This is an optimization exercise on Yosys and OpenROAD, whose aim is small area, not a production implementation. Only simulation tests tie the RTL to the original design; equivalence was not proved. Power and IR drop assume default switching activity.

`design.v`:
```
module register_bank_sb #(
  parameter int nb_bits         = 32,
  parameter int nb_bits_address = 5,
  parameter int nb_registres    = 32,
  parameter int nb_read_ports   = 2,
  parameter bit bypass_en       = 1'b1
) (
  input  logic                                           clk_i,
  input  logic                                           rst_i,
  input  logic                                           write_enable_i,
  input  logic [nb_bits_address-1:0]                     rd_add_i,
  input  logic [nb_bits-1:0]                             rd_data_i,
  input  logic [nb_bits/8-1:0]                           byte_en_i,
  input  logic [nb_read_ports-1:0][nb_bits_address-1:0]  rs_add_i,
  output logic [nb_read_ports-1:0][nb_bits-1:0]          rs_data_o,
  input  logic                                           reserve_i,
  input  logic [nb_bits_address-1:0]                     reserve_add_i,
  input  logic                                           flush_i,
  output logic [nb_read_ports-1:0]                       rs_busy_o,
  output logic                                           any_busy_o
);
  localparam int NB_BYTES = nb_bits / 8;
  logic [nb_bits-1:0]        r_regs [1:nb_registres-1];
  logic [nb_registres-1:1]   r_busy;
  logic                      w_wr_valid;
  logic                      w_rsv_valid;
  logic [nb_registres-1:1]   w_wr_hit;
  logic [nb_registres-1:1]   w_rsv_hit;
  logic [nb_bits-1:0]        w_wr_old;
  logic [nb_bits-1:0]        w_wr_merged;
  function automatic logic addr_in_range(input logic [nb_bits_address-1:0] a);
    logic [31:0] a32;
    a32 = a;
    addr_in_range = (a != '0) && (a32 < nb_registres);
  endfunction
  always_comb begin
    w_wr_valid  = write_enable_i && rst_i && addr_in_range(rd_add_i);
    w_rsv_valid = reserve_i && rst_i && addr_in_range(reserve_add_i);
  end
  always_comb begin
    w_wr_hit  = '0;
    w_rsv_hit = '0;
    for (int i = 1; i < nb_registres; i++) begin
      w_wr_hit[i]  = w_wr_valid && (rd_add_i == nb_bits_address'(i));
      w_rsv_hit[i] = w_rsv_valid && (reserve_add_i == nb_bits_address'(i));
    end
  end
  always_comb begin
    w_wr_old = '0;
    for (int i = 1; i < nb_registres; i++) begin
      if (rd_add_i == nb_bits_address'(i)) begin
        w_wr_old = r_regs[i];
      end
    end
  end
  always_comb begin
    w_wr_merged = '0;
    for (int k = 0; k < NB_BYTES; k++) begin
      w_wr_merged[8*k +: 8] = byte_en_i[k] ? rd_data_i[8*k +: 8] : w_wr_old[8*k +: 8];
    end
  end
  always_ff @(posedge clk_i or negedge rst_i) begin
    if (!rst_i) begin
      for (int i = 1; i < nb_registres; i++) begin
        r_regs[i] <= '0;
      end
    end else begin
      for (int i = 1; i < nb_registres; i++) begin
        if (w_wr_hit[i]) begin
          r_regs[i] <= w_wr_merged;
        end
      end
    end
  end
  always_ff @(posedge clk_i or negedge rst_i) begin
    if (!rst_i) begin
      r_busy <= '0;
    end else if (flush_i) begin
      r_busy <= '0;
    end else begin
      r_busy <= (r_busy & ~w_wr_hit) | w_rsv_hit;
    end
  end
  always_comb begin
    rs_data_o = '0;
    rs_busy_o = '0;
    for (int p = 0; p < nb_read_ports; p++) begin
      for (int i = 1; i < nb_registres; i++) begin
        if (rs_add_i[p] == nb_bits_address'(i)) begin
          rs_data_o[p] = r_regs[i];
          rs_busy_o[p] = r_busy[i];
        end
      end
      if (bypass_en && w_wr_valid && (rs_add_i[p] == rd_add_i)) begin
        rs_data_o[p] = w_wr_merged;
      end
    end
  end
  always_comb begin
    any_busy_o = |r_busy;
  end
endmodule
```
`config.mk`:
```
export PLATFORM = sky130hd
export DESIGN_NAME = register_bank_sb
export DESIGN_NICKNAME = register_bank_sb
export VERILOG_FILES = /design/flow/design.v
export SDC_FILE = /design/flow/constraint.sdc
export NUM_CORES = 4
export LEC_CHECK = 0
export CAP_MARGIN = 20
export CORE_MARGIN = 2
export CORE_UTILIZATION = 45
export SETUP_SLACK_MARGIN = 0.5
export SLEW_MARGIN = 20
```
`run.sh`:
```
#!/bin/bash
# synth_recipe.tcl (not shown) runs the flow's synth.tcl, then flattens the netlist and writes it again
# the make line also repeats each setting of config.mk as NAME=value (left out here)
make -C /OpenROAD-flow-scripts/flow DESIGN_CONFIG=/design/flow/config.mk WORK_HOME=/design/flow/orfs CLKGATE_MAP_FILE= SYNTH_SCRIPT=/design/flow/synth_recipe.tcl finish
```
`constraint.sdc`:
```
create_clock -name core_clock -period 8.0 [get_ports {clk_i}]
set_input_delay 1.6000 -clock core_clock [delete_from_list [all_inputs] [get_ports {clk_i}]]
set_output_delay 1.6000 -clock core_clock [all_outputs]
set_load 0.01 [all_outputs]
```
==> summary.txt <==
[synth_stat cells, drive strengths merged, types with 13 or more instances]
library cell,number
o21ai,1318
nand2,1227
dfrtp,1023
clkbuf,518
a21oi,507
nor2,497
o22ai,375
a22oi,357
buf,204
nand3,142
a221oi,126
mux2i,116
o221ai,114
nor3,109
mux2,82
o211ai,74
nor4,63
a211oi,62
inv,38
nand4,38
nand2b,37
nor2b,35
a221o,32
and3,28
a22o,27
a222oi,26
a31oi,26
o22a,23
o31ai,23
or3,23
mux4,22
or4,22
nor3b,20
a2bb2oi,18
nand3b,18
or3b,17
or2,16
o32ai,15
a32oi,14
a21o,13
o21a,13
o2bb2ai,13
[sequential cells by signal (all words and copies together), names as in the netlist]
register and flops:
r_regs 992, r_busy 31
[path summary, 6_finish.rpt]
check / from / endpoint / slack, ps
setup reg to reg: r_regs[6][23] / r_regs[8][23] / 4490
hold reg to reg: r_regs[30][7] / r_regs[30][7] / 510
max in group asynchronous: rst_i / r_regs[21][4] / 3780
setup / recovery: rs_add_i[8] / rs_data_o[35] / 210
min in group asynchronous: rst_i / r_regs[12][29] / 690
hold / removal: r_regs[30][7] / r_regs[30][7] / 510
[critical path: stages]
cell and delay [ps]:
clkdlybuf4s50_1 560, buf_4 240, buf_4 200, nand3b_1 220, buf_4 180, o21ai_1 60
buf_4 210, buf_4 180, a21oi_1 140, nand3_1 180, o21ai_0 620, buf_4 230
nand4_1 300, a222oi_1 400, mux2i_1 120, buf_4 170, clkdlybuf4s50_1 530
[through the flow]
stage / hold WS [ps] / total power, mW
detailed placement: 499 / 9.64
global route: 552 / 16.2
CTS: 512 / 15.7
global placement: 492 / 9.59
finish: 513 / 15.9
floorplan: 466 / 7.88
[power groups by stage]
stage	combinational, mW	clock [mW]	sequential, mW
finish	3.05	6.10	6.80
detailed placement	2.85	0	6.79
global placement	2.80	0	6.79
global route	3.15	6.28	6.81
CTS	2.86	6.09	6.71
floorplan	1.51	0	6.38
[layer usage]
metal | up-vias | part of all wire [%]
li1 | 28900 | -
met2 | 7237 | 39
met1 | 35700 | 35
met5 | - | 0.049
met4 | 20 | 11
met3 | 2132 | 15
[cells by family after synthesis]
logic type                Yosys count
AOI/OAI and AO/OA                3265
and+or+nand+nor                  2348
DFF                              1023
buffers and inverters             763
muxes                             220
xor gates and xnor gates           12
[final cells by class]
cell class | count | area, sq um | area share [%]
Antenna cell | 30 | 75.1 | 0.103
Timing Repair Buffer | 777 | 6400 | 8.81
Clock inverter | 56 | 848 | 1.17
Tap cell | 1794 | 2240 | 3.09
Inverter | 41 | 154 | 0.212
Multi-Input combinational cell | 5845 | 33800 | 46.6
Sequential cell | 1023 | 25600 | 35.2
Clock buffer | 168 | 3480 | 4.80
[repair_timing]
action / 4_1_cts / 5_1_grt
endpoints found under the hold margin: 0 / 0
resized for setup: 10 / 16
setup buffers: 0 / 2
pin swaps: 0 / 2
endpoints found under the setup margin: 6 / 16
==> summary.txt <==
Power and ir drop
  – Logic pwr share: 19.1%
  – Max rail drop VDD: 0.192 mV
  – Switching share of power: 35.0%
  – Pwr/cell area: 220 mW/mm^2
  – Sequential power share: 42.6%
  – Leakage: 30.6 nW
  – Share of power burned in the clock network: 38.3%
  – Cell Int Power: 10.4 mW
  – NetSw: 5.58 mW

Global route
  – GRT Resource Usage Total: 54.7%
  – GRT busiest layer: met2
  – Remaining Overflow, GRT: 0
  – Initial antenna violation count: 35
  – Met2 Track Usage GR: 74.6%
  – Number of global-route vias before repair: 67700
  – Grt met1 use: 67.4%
  – First-pass GRT wire length: 544000 microns
  – Met3 usage: 23.1%
  – Largest net degree at the start of global routing: 156

Logic synthesis
  – Post-Synthesis Cells: 7631
  – Synth area leader: dfrtp_1
  – Post-synth top flop: dfrtp_1
  – Dominant cells by area after synthesis: dfrtp_1, o21ai_0, nand2_1
  – Seq/Total Area, Yosys: 41.2%
  – Xor/xnor share of the synthesized area: 0.169%
  – Synth top area share: 41.2%
  – Synth warn: 2
  – Synth Net Count: 7692
  – Post-synthesis adder-cell area fraction: 0%
  – Largest family of logic cells by synthesized area: compound AO/OA/AOI/OAI gates
  – Synth cell types: 99
  – Post-synthesis register bit count: 1023
  – Post-synth ARST share: 100%
  – Post-synthesis simple-gate area fraction: 16.8%
  – Average cell area after synthesis: 8.15 sq um
  – Post-Syn Area: 0.0622 sq mm
  – Multiplexer share of the synthesized area: 4.15%
  – Synth Area in Compound Gates: 32.5%
  – Post-synth EDFFs: 0

CTS
  – CTS Root Cell: clkbuf_16
  – Max Root-Sink Buffers: 3
  – Clock latency at the later pin of the worst-skew pair: 810 ps
  – Reg clk slew, reported paths: 60 ps
  – CTS hold repair buffers: 0
  – CTS buffer count: 120
  – CTS tree: built
  – Clock sinks: 1023
  – H-tree Lvls: 3

Finish
  – Fill count: 13100
  – Area growth syn-to-layout: 16.8%
  – Commonest non-fill, non-tap cells in the layout: o21ai_0, nand2_1, dfrtp_1, buf_4, a21oi_1
  – Design Area, Final: 0.0726 sq mm
  – Fin util: 52.9%
  – Fin cells: 9734
  – Ratio of cells with drive above 1 in the final layout: 14.7%
  – Nets: 7869
  – Commonest non-fill, non-tap cell in the layout: o21ai_0

Placed design
  – Inst Count DP: 9477
  – # port buffers: 127
  – Routability Congestion: 1.17
  – Placed wire-length estimate: 293000 microns
  – Pre-CTS setup slack: 172 ps
  – Dpl cell area: 0.0681 sq mm

Die
  – Initial Util: 45.3%
  – Die W: 376 microns
  – Die span in y: 376 microns
  – Core ar.: 0.137 sq mm
  – Die area: 0.141 sq mm
  – Row count: 136
  – IO Pins: 128

Worst setup path
  – Arrival time worst endpoint: 6190 ps
  – Worst EP required: 6400 ps
  – Worst Reg2Reg Path Length in Cells: 9
  – Startpoint Class: input pin
  – CP Max Fanout: 20
  – Crit end category: output pin
  – WS Path Type: input pin to output pin

Route
  – Number of remaining DRC errors: 0
  – Vias/cell: 7.61
  – Via count: 74000
  – Drt first-iter violations: 14700
  – Post-route ant nets: 0
  – Final wirelength: 396000 microns
  – WL per Instance: 40.7 microns
  – First-pass DRT Iterations: 11

Timing
  – Setup TNS: 0 ps
  – Max Fclk: 128 MHz
  – Final period util: 97.3%
  – Setup WS post-layout: 212 ps
  – Final worst clock skew: 40.3 ps
  – Worst-Margin Slew: 1370 ps
  – Final setup vio count: 0
  – Max Slew Vio Count: 0
  – Final hold violations: 0
  – Unrepaired setup endpoints after global routing: yes
  – Slew headroom: 7.47%
  – Shortest period the worst path allows: 7790 ps

Min path
  – Hold Crit Depth: 2
  – Hold Path Class: register to register

Flow run
  – Max_cap viols: 0

Run status
  – Outcome: timing/DRC/antenna clean

## afterwards: timing with drivers on the ports
In the flow no input, the clock included, has a driving cell. The finished layout below was timed again as built, in two steps. Step 1: set_driving_cell puts a clkbuf_16 on clk_i and a buf_2 on each other input, an assumption about the parent block. Step 2 adds t to the input delays and takes it off the output delays; t is the mean of the earliest and latest rising clock arrival at the registers after step 1. Input paths then give back, and output paths get back, about the clock's delay inside the block. Three values: ideal ports, drivers, drivers and shift; two values: the first two.
shift t [ns]: 0.877
slack for setup (ns): 0.212 / 0.176 / 0.176
worst setup path after step 2: input to output
slew at the worst register clock pin (ns): 0.07 / 0.07
cell pins on the clock port's net: 1
After both steps this run still meets setup and hold. For this run, drivers alone change the setup slack by -0.036 ns; drivers and shift together by -0.036 ns.
